Background: an optimization exercise with open tools, aiming at small area, a short achievable clock period and few clock cycles per item. Do not read the settings as production practice.
The RTL was checked by simulation tests, not by an equivalence proof against the original design.
Power and IR drop assume default switching activity.

==> 11-01: inputs <==
// fc_top
module fc_top (
   input  logic        clk,
   input  logic        rst_n,
   input  logic        beat_valid,
   input  logic [35:0] beat_lane,
   output logic        in_ready,
   input  logic        wb_cyc,
   input  logic        wb_stb,
   input  logic        wb_we,
   input  logic [8:0]  wb_adr,
   input  logic [7:0]  wb_dat_w,
   output logic        wb_ack,
   output logic [7:0]  wb_dat_r,
   output logic        res_valid,
   output logic [3:0]  res_index,
   output logic [11:0] res_value
);
==> module fc_input_buffer, before the edit <==
module fc_input_buffer (
   input  logic        clk,
   input  logic        rst_n,
   input  logic        beat_valid,
   input  logic [35:0] beat_lane,
   output logic        in_ready,
   output logic [3:0]  phase,
   output logic [179:0] feat_q,
   output logic        feat_valid,
   output logic        feat_first,
   output logic        feat_last
);
   logic [3:0] ph;
   logic [3:0] beat_cnt;
   logic       rdy_q;
   logic       accept;
   assign phase    = ph;
   assign in_ready = rdy_q;
   assign accept   = rst_n && beat_valid && rdy_q;
   always_ff @(posedge clk) begin
      ph <= ph + 4'd1;
   end
   always_ff @(posedge clk) begin
      if (!rst_n) begin
         beat_cnt   <= '0;
         rdy_q      <= (ph == 4'd15);
         feat_valid <= 1'b0;
      end else begin
         feat_valid <= accept;
         if (accept) begin
            beat_cnt <= beat_cnt + 4'd1;
         end
         rdy_q <= accept || (beat_cnt == ph + 4'd1);
      end
   end
   for (genvar k = 0; k < 5; k++) begin : g_copy
      fc_feat_copy u_copy (
         .clk        (clk),
         .rst_n      (rst_n),
         .beat_valid (beat_valid),
         .ready      (rdy_q),
         .lanes      (beat_lane),
         .q          (feat_q[36*k +: 36])
      );
   end
   always_ff @(posedge clk) begin
      feat_first <= (beat_cnt == 4'd0);
      feat_last  <= (beat_cnt == 4'd15);
   end
endmodule
Settings: LEC_CHECK=0, ABC_CLOCK_PERIOD_IN_PS=3000, CAP_MARGIN=20, CORE_MARGIN=2, CORE_UTILIZATION=55, CTS_CLUSTER_DIAMETER=100, CTS_CLUSTER_SIZE=24, PLACE_DENSITY=0.65, SLEW_MARGIN=20, SYNTH_HIERARCHICAL=1, SYNTH_MINIMUM_KEEP_SIZE=0; clock period 18.0 ns.
run.sh (not shown) runs the stock make flow with config.mk's settings and CLKGATE_MAP_FILE= SYNTH_SCRIPT=/design/flow/synth_recipe.tcl, a recipe that flattens the netlist after the stock synthesis.
==> inputs of 05-21, as changes to 11-01 <==
--- a/flow/design.v
+++ b/flow/design.v
@@ -101,5 +101,4 @@
    logic       accept;
    assign phase    = ph;
-   assign in_ready = rdy_q;
    assign accept   = rst_n && beat_valid && rdy_q;
    always_ff @(posedge clk) begin
@@ -119,4 +118,12 @@
       end
    end
+   fc_ready_copy u_ready_out (
+      .clk      (clk),
+      .rst_n    (rst_n),
+      .accept   (accept),
+      .beat_cnt (beat_cnt),
+      .ph       (ph),
+      .ready_q  (in_ready)
+   );
    for (genvar k = 0; k < 5; k++) begin : g_copy
       fc_feat_copy u_copy (
@@ -146,4 +153,20 @@
    end
 endmodule
+module fc_ready_copy (
+   input  logic       clk,
+   input  logic       rst_n,
+   input  logic       accept,
+   input  logic [3:0] beat_cnt,
+   input  logic [3:0] ph,
+   output logic       ready_q
+);
+   always_ff @(posedge clk) begin
+      if (!rst_n) begin
+         ready_q <= (ph == 4'd15);
+      end else begin
+         ready_q <= accept || (beat_cnt == ph + 4'd1);
+      end
+   end
+endmodule
 `timescale 1ns/1ps
 module fc_mac_engine (
==> flow/flow/run.sh (new file) <==
#!/bin/bash
# Layout flow: the standard ORFS flow (standard.sh, which also runs the
# standard synthesis), with two changes to how the layout is made:
#  - the ports are buffered with buf_4 cells rather than the delay buffer
#    that buffer_ports picks by default (every port still gets a buffer);
#  - repair_timing is asked to keep a setup margin, so that it sizes and
#    buffers the paths it would otherwise leave alone at the 18 ns clock.
# The clock, its period and the SDC are the standard flow's, unchanged.
set -euo pipefail
bash standard.sh \
   "SETUP_SLACK_MARGIN=${FC_SETUP_MARGIN:-12.9}" \
   "BUFFER_PORTS_ARGS=-buffer_cell sky130_fd_sc_hd__buf_4" \
   finish > flow_standard.log 2>&1
==> flow/standard.sh (new file) <==
#!/bin/bash
# synth_recipe.tcl (not shown) runs the flow's synth.tcl, then flattens the netlist and writes it again
# the make line also repeats each setting of config.mk as NAME=value (left out here)
make -C /OpenROAD-flow-scripts/flow DESIGN_CONFIG=/design/flow/config.mk WORK_HOME=/design/flow/orfs CLKGATE_MAP_FILE= SYNTH_SCRIPT=/design/flow/synth_recipe.tcl "${@:-finish}"
removed: flow/run.sh
==> summary of the runs <==
- 11-01 finished with timing, DRC and antenna clean. 05-21 ran to the end with no violations.
- Of 11-01 and 05-21, 05-21 has the higher register-to-register slack (gap 0.14 ns).
- Against 05-21, the setup slack of 11-01 is lower by 1.3 ns.
- Of 05-21 and 11-01, 11-01 has the higher wire length (gap 0.55%, measured against 11-01).
- In 05-21 the flip-flop and latch count is higher than in 11-01, by 1.
- Against 05-21, the hold slack of 11-01 is better by 0.024 ns.
- Of 11-01 and 05-21, 11-01 has the higher clock skew (gap 0.018 ns).
- In 05-21 the clock-buffer cell count is higher than in 11-01, by 2.
- Between 05-21 and 11-01, the lower cell count is in 11-01 (gap 0.46%, measured against 11-01).
- Power: 11-01 is lower than 05-21 (0.74%).
==> figures <==
item                                                                        05-21           11-01
Number of standard cells after synthesis                                    14500           14500
Cell variety after synth                                                      101             109
Synth Cell Area                                                         0.190 mm2       0.190 mm2
Fraction of final layout cells with drive strength greater than 1          0.0633          0.0618
Post-Place Cells                                                            18400           18500
Detailed route wirelength on metal2                                        236 mm          235 mm
Total cell area at the placement stage                                  0.193 mm2       0.194 mm2
Last element of the critical path                                     wb_dat_r[7]        in_ready
1st-iter DRT viols                                                          10800           11000
Share of cell area taken by multi-input logic gates                         0.426           0.426
Area taken by multi-input logic gates                                  0.0856 mm2      0.0855 mm2
Seq. cell area                                                         0.0984 mm2      0.0984 mm2
Initial Utilization                                                         0.551           0.554
Power per cell area                                                   84.2 mW/mm2     83.6 mW/mm2
Die width                                                                  592 um          592 um
Seq/Total Area, Yosys                                                       0.516           0.517
Share of the synthesized area in the top cell type                          0.501           0.501
Status                                                             finished clean  finished clean
Number of nets at the end of the flow                                       17100           17100
Testbench counts of 11-01, summed over its fixed seeds: cycles 6,403, frames 384.
Testbench counts of 05-21, summed over its fixed seeds: cycles 6,403, frames 384.

* * *

==> inputs of run a <==
Another version of the RTL of fc_top (not shown whole).
clock: 18.0 ns
lec_check: 0
abc_clock_period_in_ps: 3000
cap_margin: 20
core_margin: 2
core_utilization: 65
cts_cluster_diameter: 100
cts_cluster_size: 24
place_density: 0.74
slew_margin: 20
synth_hierarchical: 1
synth_minimum_keep_size: 0
standard.sh (not shown) runs the stock make flow with config.mk's settings and CLKGATE_MAP_FILE= SYNTH_SCRIPT=/design/flow/synth_recipe.tcl, a recipe that flattens the netlist after the stock synthesis.
==> flow/flow/run.sh <==
#!/bin/bash
# Layout flow: the standard ORFS flow (standard.sh, which also runs the
# standard synthesis), with two changes to how the layout is made:
#  - the ports are buffered with buf_4 cells rather than the delay buffer
#    that buffer_ports picks by default (every port still gets a buffer);
#  - repair_timing is asked to keep a setup margin, so that it sizes and
#    buffers the paths it would otherwise leave alone at the 18 ns clock.
# The clock, its period and the SDC are the standard flow's, unchanged.
set -euo pipefail
bash standard.sh \
   "SETUP_SLACK_MARGIN=${FC_SETUP_MARGIN:-13.3}" \
   "BUFFER_PORTS_ARGS=-buffer_cell sky130_fd_sc_hd__buf_4" \
   finish > flow_standard.log 2>&1
==> run b: changes against run a <==
--- a/flow/design.v
+++ b/flow/design.v
@@ -17,27 +17,22 @@
    localparam logic [1:0] st_idle = 2'd0;
    localparam logic [1:0] st_wait = 2'd1;
    localparam logic [1:0] st_ack  = 2'd2;
    logic [127:0] ring [rings];
    logic [7:0]   bias_mem [10];
    logic [1:0]   st;
    logic [8:0]   adr_q;
+   logic         we_q;
    logic [7:0]   dat_q;
    logic [7:0]   rd_q;
-   logic [7:0]   rd_out_q;
-   logic [4:0]   rd_row;
-   logic [3:0]   rd_col;
    logic         hit;
    logic         ack_q;
    logic [4:0]   row;
    logic [3:0]   col;
    logic [7:0]   rd_dat;
-   logic         wait_next;
-   logic [29:0]  ring_we_q;
-   logic [9:0]   bias_we_q;
    assign row = adr_q[8:4];
    assign col = adr_q[3:0];
    assign hit = (st == st_wait) && (phase == col || row >= 5'd30);
    always_ff @(posedge clk) begin
       if (!rst_n) begin
          st    <= st_idle;
          ack_q <= 1'b0;
@@ -48,76 +43,62 @@
             st_wait: if (hit) st <= st_ack;
             default: st <= st_idle;
          endcase
       end
    end
    always_ff @(posedge clk) begin
       adr_q <= wb_adr;
+      we_q  <= wb_we;
       dat_q <= wb_dat_w;
    end
-   assign wait_next = rst_n && ((st == st_idle && wb_cyc && wb_stb) ||
-                                (st == st_wait && !hit));
-   always_ff @(posedge clk) begin
-      for (int r = 0; r < rings; r++) begin
-         ring_we_q[r] <= wait_next && wb_we && wb_adr[8:4] == 5'(r) &&
-                         wb_adr[3:0] == phase + 4'd1;
-      end
-      for (int c = 0; c < 10; c++) begin
-         bias_we_q[c] <= wait_next && wb_we && wb_adr[8:4] == 5'd30 &&
-                         wb_adr[3:0] == 4'(c);
-      end
-   end
    for (genvar r = 0; r < rings; r++) begin : g_ring
       always_ff @(posedge clk) begin
-         if (ring_we_q[r]) begin
+         if (hit && we_q && row == 5'(r)) begin
             ring[r] <= {dat_q, ring[r][127:8]};
          end else begin
             ring[r] <= {ring[r][7:0], ring[r][127:8]};
          end
       end
       assign beat_weights[8*r +: 8] = ring[r][127:120];
    end
    for (genvar c = 0; c < 10; c++) begin : g_bias
       always_ff @(posedge clk) begin
-         if (bias_we_q[c]) begin
+         if (hit && we_q && row == 5'd30 && col == 4'(c)) begin
             bias_mem[c] <= dat_q;
          end
       end
       assign biases[8*c +: 8] = bias_mem[c];
    end
-   assign rd_row = wb_adr[8:4];
-   assign rd_col = wb_adr[3:0];
    always_comb begin
       rd_dat = '0;
-      if (rd_row < 5'd30) begin
-         rd_dat = ring[rd_row][15:8];
-      end else if (rd_row == 5'd30) begin
+      if (row < 5'd30) begin
+         rd_dat = ring[row][7:0];
+      end else if (row == 5'd30) begin
          for (int c = 0; c < 10; c++) begin
-            if (rd_col == 4'(c)) begin
+            if (col == 4'(c)) begin
                rd_dat = bias_mem[c];
             end
          end
       end
    end
    always_ff @(posedge clk) begin
-      rd_q     <= rd_dat;
-      rd_out_q <= rd_q;
+      rd_q <= rd_dat;
    end
    assign wb_ack   = ack_q;
-   assign wb_dat_r = rd_out_q;
+   assign wb_dat_r = rd_q;
 endmodule
 `timescale 1ns/1ps
 module fc_input_buffer (
    input  logic        clk,
    input  logic        rst_n,
    input  logic        beat_valid,
    input  logic [35:0] beat_lane,
    output logic        in_ready,
    output logic [3:0]  phase,
-   output logic [107:0] feat_q,
+   output logic [71:0] feat_q,
    output logic        feat_valid,
    output logic        feat_first,
    output logic        feat_last
 );
    logic [3:0] ph;
    logic [3:0] beat_cnt;
    logic       rdy_q;
@@ -146,15 +127,15 @@
       .rst_n    (rst_n),
       .accept   (accept),
       .beat_cnt (beat_cnt),
       .ph       (ph),
       .ready_q  (in_ready)
    );
    assign taken = accept ? beat_lane : 36'd0;
-   for (genvar k = 0; k < 3; k++) begin : g_copy
+   for (genvar k = 0; k < 2; k++) begin : g_copy
       fc_feat_copy u_copy (
          .clk (clk),
          .d   (taken),
          .q   (feat_q[36*k +: 36])
       );
    end
    always_ff @(posedge clk) begin
@@ -187,15 +168,15 @@
       end
    end
 endmodule
 `timescale 1ns/1ps
 module fc_mac_engine (
    input  logic         clk,
    input  logic         rst_n,
-   input  logic [107:0] feat_q,
+   input  logic [71:0]  feat_q,
    input  logic         feat_valid,
    input  logic         feat_first,
    input  logic         feat_last,
    input  logic [239:0] beat_weights,
    input  logic [79:0]  biases,
    output logic         res_valid,
    output logic [3:0]   res_index,
@@ -2998,23 +2979,23 @@
    assign pb_next[3] = {a3_f246_c, a3_f245_c, a3_f245_s, a3_f244_s, a3_f243_s, a3_f242_s, a3_f241_s, a3_f240_s, a3_f239_s, a3_f238_s, a3_f237_s, a3_f236_s, a3_f235_s, a3_f234_s, a3_f233_s, a3_h8_s, a3_f232_s, a3_h7_s, 1'b1};
    assign nbase3 = ~(first_q[3] ? bias_ext[3] : acc[3]);
    assign acc_next[3] = ~({b3_f17_c, b3_f16_c, b3_f15_c, b3_f14_c, b3_f13_c, b3_f12_c, b3_f11_c, b3_f10_c, b3_f9_c, b3_f8_c, b3_f7_c, b3_f6_c, b3_f5_c, b3_f4_c, b3_f3_c, b3_f2_c, b3_f1_c, b3_f1_s, pa_q[3][0]} + {b3_f18_s, b3_f17_s, b3_f16_s, b3_f15_s, b3_f14_s, b3_f13_s, b3_f12_s, b3_f11_s, b3_f10_s, b3_f9_s, b3_f8_s, b3_f7_s, b3_f6_s, b3_f5_s, b3_f4_s, b3_f3_s, b3_f2_s, 1'b1, nbase3[0]} + 19'd1);
    logic [18:0] nbase4;
    logic [7:0]  w4_0;
    assign w4_0 = beat_weights[103:96];
    logic [11:0] x4_0;
-   assign x4_0 = feat_q[47:36];
+   assign x4_0 = feat_q[11:0];
    logic [7:0]  w4_1;
    assign w4_1 = beat_weights[111:104];
    logic [11:0] x4_1;
-   assign x4_1 = feat_q[59:48];
+   assign x4_1 = feat_q[23:12];
    logic [7:0]  w4_2;
    assign w4_2 = beat_weights[119:112];
    logic [11:0] x4_2;
-   assign x4_2 = feat_q[71:60];
+   assign x4_2 = feat_q[35:24];
    logic p4_0_0_0, p4_0_0_1, p4_0_0_2, p4_0_0_3, p4_0_0_4, p4_0_0_5, p4_0_0_6, p4_0_0_7;
    logic p4_0_1_0, p4_0_1_1, p4_0_1_2, p4_0_1_3, p4_0_1_4, p4_0_1_5, p4_0_1_6, p4_0_1_7;
    logic p4_0_2_0, p4_0_2_1, p4_0_2_2, p4_0_2_3, p4_0_2_4, p4_0_2_5, p4_0_2_6, p4_0_2_7;
    logic p4_0_3_0, p4_0_3_1, p4_0_3_2, p4_0_3_3, p4_0_3_4, p4_0_3_5, p4_0_3_6, p4_0_3_7;
    logic p4_0_4_0, p4_0_4_1, p4_0_4_2, p4_0_4_3, p4_0_4_4, p4_0_4_5, p4_0_4_6, p4_0_4_7;
    logic p4_0_5_0, p4_0_5_1, p4_0_5_2, p4_0_5_3, p4_0_5_4, p4_0_5_5, p4_0_5_6, p4_0_5_7;
    logic p4_0_6_0, p4_0_6_1, p4_0_6_2, p4_0_6_3, p4_0_6_4, p4_0_6_5, p4_0_6_6, p4_0_6_7;
@@ -5083,23 +5064,23 @@
    assign pb_next[6] = {a6_f246_c, a6_f245_c, a6_f245_s, a6_f244_s, a6_f243_s, a6_f242_s, a6_f241_s, a6_f240_s, a6_f239_s, a6_f238_s, a6_f237_s, a6_f236_s, a6_f235_s, a6_f234_s, a6_f233_s, a6_h8_s, a6_f232_s, a6_h7_s, 1'b1};
    assign nbase6 = ~(first_q[6] ? bias_ext[6] : acc[6]);
    assign acc_next[6] = ~({b6_f17_c, b6_f16_c, b6_f15_c, b6_f14_c, b6_f13_c, b6_f12_c, b6_f11_c, b6_f10_c, b6_f9_c, b6_f8_c, b6_f7_c, b6_f6_c, b6_f5_c, b6_f4_c, b6_f3_c, b6_f2_c, b6_f1_c, b6_f1_s, pa_q[6][0]} + {b6_f18_s, b6_f17_s, b6_f16_s, b6_f15_s, b6_f14_s, b6_f13_s, b6_f12_s, b6_f11_s, b6_f10_s, b6_f9_s, b6_f8_s, b6_f7_s, b6_f6_s, b6_f5_s, b6_f4_s, b6_f3_s, b6_f2_s, 1'b1, nbase6[0]} + 19'd1);
    logic [18:0] nbase7;
    logic [7:0]  w7_0;
    assign w7_0 = beat_weights[175:168];
    logic [11:0] x7_0;
-   assign x7_0 = feat_q[83:72];
+   assign x7_0 = feat_q[47:36];
    logic [7:0]  w7_1;
    assign w7_1 = beat_weights[183:176];
    logic [11:0] x7_1;
-   assign x7_1 = feat_q[95:84];
+   assign x7_1 = feat_q[59:48];
    logic [7:0]  w7_2;
    assign w7_2 = beat_weights[191:184];
    logic [11:0] x7_2;
-   assign x7_2 = feat_q[107:96];
+   assign x7_2 = feat_q[71:60];
    logic p7_0_0_0, p7_0_0_1, p7_0_0_2, p7_0_0_3, p7_0_0_4, p7_0_0_5, p7_0_0_6, p7_0_0_7;
    logic p7_0_1_0, p7_0_1_1, p7_0_1_2, p7_0_1_3, p7_0_1_4, p7_0_1_5, p7_0_1_6, p7_0_1_7;
    logic p7_0_2_0, p7_0_2_1, p7_0_2_2, p7_0_2_3, p7_0_2_4, p7_0_2_5, p7_0_2_6, p7_0_2_7;
    logic p7_0_3_0, p7_0_3_1, p7_0_3_2, p7_0_3_3, p7_0_3_4, p7_0_3_5, p7_0_3_6, p7_0_3_7;
    logic p7_0_4_0, p7_0_4_1, p7_0_4_2, p7_0_4_3, p7_0_4_4, p7_0_4_5, p7_0_4_6, p7_0_4_7;
    logic p7_0_5_0, p7_0_5_1, p7_0_5_2, p7_0_5_3, p7_0_5_4, p7_0_5_5, p7_0_5_6, p7_0_5_7;
    logic p7_0_6_0, p7_0_6_1, p7_0_6_2, p7_0_6_3, p7_0_6_4, p7_0_6_5, p7_0_6_6, p7_0_6_7;
@@ -5778,23 +5759,23 @@
    assign pb_next[7] = {a7_f246_c, a7_f245_c, a7_f245_s, a7_f244_s, a7_f243_s, a7_f242_s, a7_f241_s, a7_f240_s, a7_f239_s, a7_f238_s, a7_f237_s, a7_f236_s, a7_f235_s, a7_f234_s, a7_f233_s, a7_h8_s, a7_f232_s, a7_h7_s, 1'b1};
    assign nbase7 = ~(first_q[7] ? bias_ext[7] : acc[7]);
    assign acc_next[7] = ~({b7_f17_c, b7_f16_c, b7_f15_c, b7_f14_c, b7_f13_c, b7_f12_c, b7_f11_c, b7_f10_c, b7_f9_c, b7_f8_c, b7_f7_c, b7_f6_c, b7_f5_c, b7_f4_c, b7_f3_c, b7_f2_c, b7_f1_c, b7_f1_s, pa_q[7][0]} + {b7_f18_s, b7_f17_s, b7_f16_s, b7_f15_s, b7_f14_s, b7_f13_s, b7_f12_s, b7_f11_s, b7_f10_s, b7_f9_s, b7_f8_s, b7_f7_s, b7_f6_s, b7_f5_s, b7_f4_s, b7_f3_s, b7_f2_s, 1'b1, nbase7[0]} + 19'd1);
    logic [18:0] nbase8;
    logic [7:0]  w8_0;
    assign w8_0 = beat_weights[199:192];
    logic [11:0] x8_0;
-   assign x8_0 = feat_q[83:72];
+   assign x8_0 = feat_q[47:36];
    logic [7:0]  w8_1;
    assign w8_1 = beat_weights[207:200];
    logic [11:0] x8_1;
-   assign x8_1 = feat_q[95:84];
+   assign x8_1 = feat_q[59:48];
    logic [7:0]  w8_2;
    assign w8_2 = beat_weights[215:208];
    logic [11:0] x8_2;
-   assign x8_2 = feat_q[107:96];
+   assign x8_2 = feat_q[71:60];
    logic p8_0_0_0, p8_0_0_1, p8_0_0_2, p8_0_0_3, p8_0_0_4, p8_0_0_5, p8_0_0_6, p8_0_0_7;
    logic p8_0_1_0, p8_0_1_1, p8_0_1_2, p8_0_1_3, p8_0_1_4, p8_0_1_5, p8_0_1_6, p8_0_1_7;
    logic p8_0_2_0, p8_0_2_1, p8_0_2_2, p8_0_2_3, p8_0_2_4, p8_0_2_5, p8_0_2_6, p8_0_2_7;
    logic p8_0_3_0, p8_0_3_1, p8_0_3_2, p8_0_3_3, p8_0_3_4, p8_0_3_5, p8_0_3_6, p8_0_3_7;
    logic p8_0_4_0, p8_0_4_1, p8_0_4_2, p8_0_4_3, p8_0_4_4, p8_0_4_5, p8_0_4_6, p8_0_4_7;
    logic p8_0_5_0, p8_0_5_1, p8_0_5_2, p8_0_5_3, p8_0_5_4, p8_0_5_5, p8_0_5_6, p8_0_5_7;
    logic p8_0_6_0, p8_0_6_1, p8_0_6_2, p8_0_6_3, p8_0_6_4, p8_0_6_5, p8_0_6_6, p8_0_6_7;
@@ -6473,23 +6454,23 @@
    assign pb_next[8] = {a8_f246_c, a8_f245_c, a8_f245_s, a8_f244_s, a8_f243_s, a8_f242_s, a8_f241_s, a8_f240_s, a8_f239_s, a8_f238_s, a8_f237_s, a8_f236_s, a8_f235_s, a8_f234_s, a8_f233_s, a8_h8_s, a8_f232_s, a8_h7_s, 1'b1};
    assign nbase8 = ~(first_q[8] ? bias_ext[8] : acc[8]);
    assign acc_next[8] = ~({b8_f17_c, b8_f16_c, b8_f15_c, b8_f14_c, b8_f13_c, b8_f12_c, b8_f11_c, b8_f10_c, b8_f9_c, b8_f8_c, b8_f7_c, b8_f6_c, b8_f5_c, b8_f4_c, b8_f3_c, b8_f2_c, b8_f1_c, b8_f1_s, pa_q[8][0]} + {b8_f18_s, b8_f17_s, b8_f16_s, b8_f15_s, b8_f14_s, b8_f13_s, b8_f12_s, b8_f11_s, b8_f10_s, b8_f9_s, b8_f8_s, b8_f7_s, b8_f6_s, b8_f5_s, b8_f4_s, b8_f3_s, b8_f2_s, 1'b1, nbase8[0]} + 19'd1);
    logic [18:0] nbase9;
    logic [7:0]  w9_0;
    assign w9_0 = beat_weights[223:216];
    logic [11:0] x9_0;
-   assign x9_0 = feat_q[83:72];
+   assign x9_0 = feat_q[47:36];
    logic [7:0]  w9_1;
    assign w9_1 = beat_weights[231:224];
    logic [11:0] x9_1;
-   assign x9_1 = feat_q[95:84];
+   assign x9_1 = feat_q[59:48];
    logic [7:0]  w9_2;
    assign w9_2 = beat_weights[239:232];
    logic [11:0] x9_2;
-   assign x9_2 = feat_q[107:96];
+   assign x9_2 = feat_q[71:60];
    logic p9_0_0_0, p9_0_0_1, p9_0_0_2, p9_0_0_3, p9_0_0_4, p9_0_0_5, p9_0_0_6, p9_0_0_7;
    logic p9_0_1_0, p9_0_1_1, p9_0_1_2, p9_0_1_3, p9_0_1_4, p9_0_1_5, p9_0_1_6, p9_0_1_7;
    logic p9_0_2_0, p9_0_2_1, p9_0_2_2, p9_0_2_3, p9_0_2_4, p9_0_2_5, p9_0_2_6, p9_0_2_7;
    logic p9_0_3_0, p9_0_3_1, p9_0_3_2, p9_0_3_3, p9_0_3_4, p9_0_3_5, p9_0_3_6, p9_0_3_7;
    logic p9_0_4_0, p9_0_4_1, p9_0_4_2, p9_0_4_3, p9_0_4_4, p9_0_4_5, p9_0_4_6, p9_0_4_7;
    logic p9_0_5_0, p9_0_5_1, p9_0_5_2, p9_0_5_3, p9_0_5_4, p9_0_5_5, p9_0_5_6, p9_0_5_7;
    logic p9_0_6_0, p9_0_6_1, p9_0_6_2, p9_0_6_3, p9_0_6_4, p9_0_6_5, p9_0_6_6, p9_0_6_7;
@@ -7304,15 +7285,15 @@
    output logic        wb_ack,
    output logic [7:0]  wb_dat_r,
    output logic        res_valid,
    output logic [3:0]  res_index,
    output logic [11:0] res_value
 );
    logic [3:0]   phase;
-   logic [107:0] feat_q;
+   logic [71:0]  feat_q;
    logic         feat_valid;
    logic         feat_first;
    logic         feat_last;
    logic [239:0] beat_weights;
    logic [79:0]  biases;
    fc_input_buffer u_input_buffer (
       .clk        (clk),
==> flow/config.mk (replaced) <==
export PLATFORM = sky130hd
export DESIGN_NAME = fc_top
export DESIGN_NICKNAME = fc_top
export VERILOG_FILES = /design/flow/design.v
export SDC_FILE = /design/flow/constraint.sdc
export NUM_CORES = 8
export LEC_CHECK = 0
export ABC_CLOCK_PERIOD_IN_PS = 3000
export CAP_MARGIN = 20
export CORE_MARGIN = 2
export CORE_UTILIZATION = 68
export CTS_CLUSTER_DIAMETER = 100
export CTS_CLUSTER_SIZE = 24
export PLACE_DENSITY = 0.76
export SLEW_MARGIN = 20
export SYNTH_HIERARCHICAL = 1
export SYNTH_MINIMUM_KEEP_SIZE = 0
==> impl_metrics.toml <==
[run_status]
status = "complete, no violations"

[floorplan]
die_width_um = 525
initial_core_util = 0.683

[synth]
synth_compound_area_frac = 0.0271
netlist_instances = 13700

[sta]
relSlewSlack = 0.112

[clocking]
clk_latency_ns = 0.98

[grt]
grt_use_met3 = 0.148

[placement]
dp_cells = 16700
(the above is from run b)
==> impl_metrics.toml <==
[synth]
synth_mux_area_frac = 0.0279
synth_compound_area_frac = 0.0261
netlist_instances = 13900
synth_top_family_by_area = "adder cells"

[grt]
grt_use_met3 = 0.102
grt_use_met1 = 0.518

[final_layout]
final_cells = 17300

[placement]
dpl_worst_slack_ns = 11.52

[sta]
relSlewSlack = 0.167

[critical_path]
worstReg2RegStart = "u_param_store.ring[22][126]"
path_max_fanout = 1

[floorplan]
initial_core_util = 0.654

[run_status]
status = "complete, no violations"

[clocking]
clk_latency_ns = 0.99
cts_resized = 140
(the above is from run a)
Testbench counts of run a, summed over its fixed seeds: cycles 6,403, frames 384.
Testbench counts of run b, summed over its fixed seeds: cycles 6,403, frames 384.

-- port drivers added, routing unchanged --
The flow's constraints put no driver on any port. The routed layouts listed below were extracted and timed again, unchanged, in two steps.
Step 1 sets driving cells, clkbuf_16 on the clock port and buf_2 on the other inputs (assumed; they add their load-dependent delay and slew).
Step 2 moves the port delays by t, midway between the first and last clock arrival at a register: inputs arrive t later, outputs are due t later. That takes back most of the time a late clock gives input paths.
Three values: ideal, step 1, step 2; two values: the first two.
run | shift t [ns] | setup WS [ns] | worst data-port slew with drivers (ns)
11-01 | 1.072 | 11.536 / 11.430 / 11.866 | 0.19
05-21 | 1.103 | 12.843 / 12.724 / 12.040 | 0.26
run a | 1.025 | 12.889 / 12.787 / 12.016 | 0.41
run b | 1.044 | 12.986 / 12.876 / 12.943 | 0.27
After both steps every run listed still meets setup and hold. For run a, which loses most, drivers alone change the setup slack by -0.102 ns; drivers and shift together by -0.873 ns.
